Background: an optimization exercise with open tools, aiming at small area, a short achievable clock period and few clock cycles per item. Do not read the settings as production practice. The RTL was checked by simulation tests, not by an equivalence proof against the original design.

Design aes_inv_cipher_ctrl, start of the top module:
module aes_inv_cipher_ctrl (
  input  logic         clk,
  input  logic         rst,
  input  logic         in_valid,
  output logic         in_ready,
  input  logic [127:0] in_block,
  output logic [3:0]   rk_idx,
  input  logic [127:0] rk_data,
  output logic         out_valid,
  input  logic         out_ready,
  output logic [127:0] out_block,
  output logic         busy
);
  function automatic logic [3:0] g4_mul(input logic [3:0] a, input logic [3:0] b);
    logic [3:0] p;
    logic [6:0] t;
    t = ({3'b0,a} & {7{b[0]}}) ^ ({2'b0,a,1'b0} & {7{b[1]}}) ^ ({1'b0,a,2'b0} & {7{b[2]}}) ^ ({a,3'b0} & {7{b[3]}});
    p = {t[3] ^ t[6], t[2] ^ t[5] ^ t[6], t[1] ^ t[4] ^ t[5], t[0] ^ t[4]};
    g4_mul = p;
  endfunction
  function automatic logic [3:0] g4_inv(input logic [3:0] a);
    case (a)
      4'd0: g4_inv = 4'd0;
      4'd1: g4_inv = 4'd1;
      4'd2: g4_inv = 4'd9;
      4'd3: g4_inv = 4'd14;
      4'd4: g4_inv = 4'd13;
      4'd5: g4_inv = 4'd11;
      4'd6: g4_inv = 4'd7;
      4'd7: g4_inv = 4'd6;
      4'd8: g4_inv = 4'd15;
      4'd9: g4_inv = 4'd2;
      4'd10: g4_inv = 4'd12;
      4'd11: g4_inv = 4'd5;
      4'd12: g4_inv = 4'd10;
      4'd13: g4_inv = 4'd4;
      4'd14: g4_inv = 4'd3;
      4'd15: g4_inv = 4'd8;
      default: g4_inv = 4'd0;
    endcase
  endfunction
  function automatic logic [7:0] sb_b(input logic [11:0] u);
    logic [7:0] o;
    o = {g4_mul(u[11:8], u[3:0]), g4_mul(u[7:4], u[3:0])};
    sb_b = {o[1] ^ o[5], o[1] ^ o[2] ^ o[4] ^ o[6], o[1] ^ o[5] ^ o[7], o[2] ^ o[6] ^ o[7], o[2] ^ o[3], o[2] ^ o[3] ^ o[5] ^ o[7], o[4] ^ o[5] ^ o[6], o[0] ^ o[1] ^ o[5] ^ o[7]};
  endfunction
  function automatic logic [7:0] to_tower(input logic [7:0] x);
    to_tower = {x[1] ^ x[2] ^ x[6] ^ x[7], x[1] ^ x[2] ^ x[3] ^ x[4] ^ x[5] ^ x[7], ~(x[0] ^ x[4] ^ x[5] ^ x[6]), ~(x[1] ^ x[2] ^ x[7]), x[0] ^ x[1] ^ x[2] ^ x[4], x[1] ^ x[4] ^ x[5], ~(x[0] ^ x[1] ^ x[5]), ~(x[4] ^ x[5])};
  endfunction
  function automatic logic [11:0] sb_a2(input logic [7:0] t);
    logic [3:0] h, l, d;
    h = t[7:4]; l = t[3:0];
    d = {h[0] ^ h[1] ^ h[2], h[1] ^ h[2], h[0] ^ h[1], h[2] ^ h[3]} ^ g4_mul(h, l) ^ {l[3], l[1] ^ l[3], l[2], l[0] ^ l[2]};
    sb_a2 = {h, h ^ l, g4_inv(d)};
  endfunction
  ...
Settings: LEC_CHECK=0, CAP_MARGIN=20, CORE_MARGIN=2, CORE_UTILIZATION=60, CTS_CLUSTER_DIAMETER=100, CTS_CLUSTER_SIZE=30, SLEW_MARGIN=20, TNS_END_PERCENT=0; clock period 9.0 ns.
standard.sh (not shown) runs the stock make flow with config.mk's settings and CLKGATE_MAP_FILE= SYNTH_SCRIPT=/design/flow/synth_recipe.tcl, a recipe that flattens the netlist after the stock synthesis.
==> flow/flow/run.sh <==
#!/bin/bash
set -euo pipefail
MARGIN=${MARGIN:-5.8}
bash standard.sh SETUP_SLACK_MARGIN=$MARGIN finish > flow_make.log 2>&1
The baseline completed without violations.
Testbench counts at the start, summed over its fixed seeds: cycles 8,504, items 768.
Change:
==> flow/flow/run.sh (replaced) <==
#!/bin/bash
set -euo pipefail
MARGIN=${MARGIN:-6.0}
bash standard.sh SETUP_SLACK_MARGIN=$MARGIN CORE_UTILIZATION=60 finish > flow_make.log 2>&1
--- a/flow/config.mk
+++ b/flow/config.mk
@@ -9,6 +9,3 @@
 export CORE_MARGIN = 2
-export CORE_UTILIZATION = 60
-export CTS_CLUSTER_DIAMETER = 100
-export CTS_CLUSTER_SIZE = 30
+export CORE_UTILIZATION = 40
 export SLEW_MARGIN = 20
-export TNS_END_PERCENT = 0
Effect:
- With this change the flow ran to the end with violations: antenna violations
- utilization goes up by 5.6 points
- first-iteration DRC count climbs by 15%
- global-route usage rose by 2.0 points
- clock-buffer cell count came out higher by 42
- synthesized area is unchanged
- via count increases by 5.6%
- non-clock buffer count goes up by 190

-- re-timing with driven ports --
How much do the figures lean on ideal ports? The routed layouts below were timed once more, with nothing changed but the port constraints.
Step 1, drivers: a clkbuf_16 drives clk and a buf_2 each remaining input, both assumed.
Step 2 times the ports against the registers' clock, not the clock port: input delays grow and output delays shrink by t, the midpoint of the rising clock arrivals with the driver on.
Three values: ideal, step 1, step 2; two values: the first two.
run | t (ns) | setup slack, ns | worst hold slack (ns) | slew at the worst register clock pin (ns) | pins driven straight from the clock port
the first run | 0.681 | 5.607 / 5.535 / 5.003 | 0.500 / 0.500 / 0.500 | 0.12 / 0.12 | 1
the second run | 0.673 | 5.819 / 5.784 / 5.392 | 0.484 / 0.484 / 0.484 | 0.07 / 0.07 | 1
The setup slack of the first run, which loses most, moves by -0.072 ns with the drivers and by -0.604 ns with both steps.
